From an optimization exercise on the open Yosys and OpenROAD flow, aimed at small area; shortcuts taken in it are not production practice.
Only simulation tests tie the RTL to the original design; equivalence was not proved.
Power figures rest on the tool's default switching activity, not on a simulated workload. No driver is modelled on the clock port, so clocking that relies on it looks cheaper here than on a real chip.

## side_ch
module side_ch
(
	input  logic                     clk,
	input  logic                     arst_n,
	input  logic                     reg_wr,
	input  logic                     reg_rd,
	input  logic [REG_ADDR_W-1:0]    reg_addr,
	input  logic [REG_DATA_W-1:0]    reg_wdata,
	output logic [REG_DATA_W-1:0]    reg_rdata,
	output logic                     reg_rvalid,
	input  logic                     short_preamble_detected,
	input  logic                     long_preamble_detected,
	input  logic                     pkt_header_valid_strobe,
	input  logic                     pkt_header_valid,
	input  logic                     fcs_in_strobe,
	input  logic                     fcs_ok,
	input  logic                     phy_tx_start,
	input  logic                     phy_tx_done,
	input  logic                     tx_pkt_need_ack,
	input  logic                     pkt_for_me,
	input  logic [ADDR2_W-1:0]       addr2,
	input  logic signed [RSSI_W-1:0] rssi_half_db,
	input  logic [2*IQ_W-1:0]        sample0_in,
	input  logic [2*IQ_W-1:0]        sample1_in,
	input  logic                     sample_in_strobe,
	output logic                     m_axis_tvalid,
	output logic [STREAM_W-1:0]      m_axis_tdata,
	output logic                     m_axis_tlast,
	input  logic                     m_axis_tready
);
For scale: about 2600 cells after synthesis, ~1300 flip-flops, roughly 270 I/O pins, about 47000 um^2 of cells after synthesis.
clock: 6.0 ns
lec_check: 0
cap_margin: 5
core_margin: 2
core_utilization: 70
slew_margin: 5
standard.sh (not shown) runs the stock make flow with config.mk's settings and CLKGATE_MAP_FILE= SYNTH_SCRIPT=/design/flow/synth_recipe.tcl, a recipe that flattens the netlist after the stock synthesis.
==> flow/flow/run.sh <==
#!/bin/bash
# ORFS layout through the standard.sh with three changes:
#  - synthesis is the standard flow's own script (synth_recipe.tcl) with only the combinational
#    mapping changed: no adder cells are extracted (ADDER_MAP_FILE empty), and abc
#    runs flow/area.abc, an area-oriented mapping, in place of the flow's speed
#    script (flip-flop mapping, flattening and naming are unchanged);
#  - port buffers use the smallest buffer cell;
#  - clock tree synthesis uses clkbuf_16 sink clusters of up to 32 flip-flops within
#    120 um, without dummy loads.
set -euo pipefail
W=$(pwd)
cat > "$W/flow_synth.tcl" <<EOS
proc abc {args} {
  set i [lsearch -exact \$args -script]
  if {\$i >= 0} { set args [lreplace \$args [expr {\$i+1}] [expr {\$i+1}] $W/flow/area.abc] }
  yosys abc {*}\$args
}
source $W/synth_recipe.tcl
EOS
bash standard.sh finish \
  "SYNTH_SCRIPT=$W/flow_synth.tcl" \
  "ADDER_MAP_FILE=" \
  "BUFFER_PORTS_ARGS=-buffer_cell sky130_fd_sc_hd__buf_1" \
  "CTS_ARGS=-sink_clustering_enable -repair_clock_nets -dont_use_dummy_load -buf_list sky130_fd_sc_hd__clkbuf_16 -sink_clustering_size 32 -sink_clustering_max_diameter 120" \
  > make_finish.log 2>&1
==> flow/flow/area.abc <==
&get -n
&st
&dch
&nf -R 1000 -p -C 32 -F 8
&put
The baseline ran to the end with no violations.
Next try:
--- a/flow/flow/run.sh
+++ b/flow/flow/run.sh
@@ -6,5 +6,5 @@
 #    script (flip-flop mapping, flattening and naming are unchanged);
 #  - port buffers use the smallest buffer cell;
-#  - clock tree synthesis uses clkbuf_16 sink clusters of up to 32 flip-flops within
+#  - clock tree synthesis uses clkbuf_16 sink clusters of up to 30 flip-flops within
 #    120 um, without dummy loads.
 set -euo pipefail
@@ -22,4 +22,4 @@
   "ADDER_MAP_FILE=" \
   "BUFFER_PORTS_ARGS=-buffer_cell sky130_fd_sc_hd__buf_1" \
-  "CTS_ARGS=-sink_clustering_enable -repair_clock_nets -dont_use_dummy_load -buf_list sky130_fd_sc_hd__clkbuf_16 -sink_clustering_size 32 -sink_clustering_max_diameter 120" \
+  "CTS_ARGS=-sink_clustering_enable -repair_clock_nets -dont_use_dummy_load -buf_list sky130_fd_sc_hd__clkbuf_16 -sink_clustering_size 30 -sink_clustering_max_diameter 120" \
   > make_finish.log 2>&1
- CAP_MARGIN: 5 -> 20
- CORE_UTILIZATION: 70 -> 76
- SLEW_MARGIN: 5 -> 20
What happened: Critical path depth came out higher by 1; core utilization came out higher by 6.9 points; routed wire length came out higher by a few percent; clock power came out higher by a few percent; final cell count came out lower slightly; final area hardly moves; worst hold slack gets worse by 0.0098 ns; combinational power came out higher by a few percent; setup slack gets worse by 0.11 ns; count of clock-buffer cells in the layout came out higher by 2.
Next try:
--- a/flow/flow/run.sh
+++ b/flow/flow/run.sh
@@ -6,5 +6,5 @@
 #    script (flip-flop mapping, flattening and naming are unchanged);
 #  - port buffers use the smallest buffer cell;
-#  - clock tree synthesis uses clkbuf_16 sink clusters of up to 30 flip-flops within
+#  - clock tree synthesis uses clkbuf_16 sink clusters of up to 32 flip-flops within
 #    120 um, without dummy loads.
 set -euo pipefail
@@ -22,4 +22,4 @@
   "ADDER_MAP_FILE=" \
   "BUFFER_PORTS_ARGS=-buffer_cell sky130_fd_sc_hd__buf_1" \
-  "CTS_ARGS=-sink_clustering_enable -repair_clock_nets -dont_use_dummy_load -buf_list sky130_fd_sc_hd__clkbuf_16 -sink_clustering_size 30 -sink_clustering_max_diameter 120" \
+  "CTS_ARGS=-sink_clustering_enable -repair_clock_nets -dont_use_dummy_load -buf_list sky130_fd_sc_hd__clkbuf_16 -sink_clustering_size 32 -sink_clustering_max_diameter 120" \
   > make_finish.log 2>&1
- CORE_UTILIZATION: 76 -> 70
Result:
- The changed run ran to the end with no violations
- sequential share of layout area rises by 0.12 points
- die area went up by 8.4%
- clock power came out lower by about 3%
- hold slack improved by 0.013 ns
Next try:
--- a/flow/flow/run.sh
+++ b/flow/flow/run.sh
@@ -6,5 +6,5 @@
 #    script (flip-flop mapping, flattening and naming are unchanged);
 #  - port buffers use the smallest buffer cell;
-#  - clock tree synthesis uses clkbuf_16 sink clusters of up to 32 flip-flops within
+#  - clock tree synthesis uses clkbuf_16 sink clusters of up to 33 flip-flops within
 #    120 um, without dummy loads.
 set -euo pipefail
@@ -22,4 +22,4 @@
   "ADDER_MAP_FILE=" \
   "BUFFER_PORTS_ARGS=-buffer_cell sky130_fd_sc_hd__buf_1" \
-  "CTS_ARGS=-sink_clustering_enable -repair_clock_nets -dont_use_dummy_load -buf_list sky130_fd_sc_hd__clkbuf_16 -sink_clustering_size 32 -sink_clustering_max_diameter 120" \
+  "CTS_ARGS=-sink_clustering_enable -repair_clock_nets -dont_use_dummy_load -buf_list sky130_fd_sc_hd__clkbuf_16 -sink_clustering_size 33 -sink_clustering_max_diameter 120" \
   > make_finish.log 2>&1
Final area barely changes.
Total power stays flat.
Count of clock-buffer cells in the layout decreases by 2.
Via count stays flat.
Non-clock buffer count is unchanged.
Global-route usage went up by 0.12 points.
Next try:
--- a/flow/flow/run.sh
+++ b/flow/flow/run.sh
@@ -6,5 +6,5 @@
 #    script (flip-flop mapping, flattening and naming are unchanged);
 #  - port buffers use the smallest buffer cell;
-#  - clock tree synthesis uses clkbuf_16 sink clusters of up to 33 flip-flops within
+#  - clock tree synthesis uses clkbuf_16 sink clusters of up to 32 flip-flops within
 #    120 um, without dummy loads.
 set -euo pipefail
@@ -22,4 +22,4 @@
   "ADDER_MAP_FILE=" \
   "BUFFER_PORTS_ARGS=-buffer_cell sky130_fd_sc_hd__buf_1" \
-  "CTS_ARGS=-sink_clustering_enable -repair_clock_nets -dont_use_dummy_load -buf_list sky130_fd_sc_hd__clkbuf_16 -sink_clustering_size 33 -sink_clustering_max_diameter 120" \
+  "CTS_ARGS=-sink_clustering_enable -repair_clock_nets -dont_use_dummy_load -buf_list sky130_fd_sc_hd__clkbuf_16 -sink_clustering_size 32 -sink_clustering_max_diameter 120" \
   > make_finish.log 2>&1
- GPL_TIMING_DRIVEN: unset -> 0
=> The new run passed the timing, design-rule and antenna checks. Design area goes up by 4.2%. Wire length went up by 5.5%. Worst hold slack is better by 0.016 ns. Sequential power stays flat. Power climbs by 4.8%. Setup slack degrades by 0.18 ns. Register-to-register slack degrades by 0.46 ns. Count of clock-buffer cells in the layout went up by 2. Final cell count came out higher by 2.0%.
Next try:
--- a/flow/flow/run.sh
+++ b/flow/flow/run.sh
@@ -6,5 +6,5 @@
 #    script (flip-flop mapping, flattening and naming are unchanged);
 #  - port buffers use the smallest buffer cell;
-#  - clock tree synthesis uses clkbuf_16 sink clusters of up to 32 flip-flops within
+#  - clock tree synthesis uses clkbuf_16 sink clusters of up to 30 flip-flops within
 #    120 um, without dummy loads.
 set -euo pipefail
@@ -22,4 +22,4 @@
   "ADDER_MAP_FILE=" \
   "BUFFER_PORTS_ARGS=-buffer_cell sky130_fd_sc_hd__buf_1" \
-  "CTS_ARGS=-sink_clustering_enable -repair_clock_nets -dont_use_dummy_load -buf_list sky130_fd_sc_hd__clkbuf_16 -sink_clustering_size 32 -sink_clustering_max_diameter 120" \
+  "CTS_ARGS=-sink_clustering_enable -repair_clock_nets -dont_use_dummy_load -buf_list sky130_fd_sc_hd__clkbuf_16 -sink_clustering_size 30 -sink_clustering_max_diameter 120" \
   > make_finish.log 2>&1
- GPL_TIMING_DRIVEN: 0 -> unset
The new run completed with no timing, DRC or antenna violations. Power went down by 4.0%. Clock-buffer cell count rises by 2. Cell count fell by 1.9%. Critical path depth shrinks by 2. Cell area falls by 3.8%.

[static timing again, ports no longer ideal]
How much do the figures lean on ideal ports? The routed layouts below were timed once more, with nothing changed but the port constraints.
Step 1 sets driving cells, clkbuf_16 on the clock port and buf_2 on the other inputs (assumed; they add their load-dependent delay and slew).
Step 2 moves the port delays by t, midway between the first and last clock arrival at a register: inputs arrive t later, outputs are due t later. That takes back most of the time a late clock gives input paths.
Slacks: ideal ports / drivers / drivers and shift; pairs: ideal ports / drivers.
run	shift t [ns]	setup WS [ns]	worst data-port slew with drivers (ns)
the first run	0.661	0.257 / 0.190 / 0.499	0.11
the second run	0.690	0.143 / 0.080 / 0.561	0.13
the third run	0.649	0.415 / 0.352 / 0.477	0.11
the fourth run	0.692	0.407 / 0.341 / 0.472	0.13
the fifth run	0.661	0.222 / 0.155 / -0.316	0.12
the sixth run	0.679	0.391 / 0.325 / 0.426	0.13
Met with ideal ports but missed after step 2: setup timing in the fifth run. For the fifth run, which loses most, drivers alone change the setup slack by -0.067 ns; drivers and shift together by -0.538 ns.
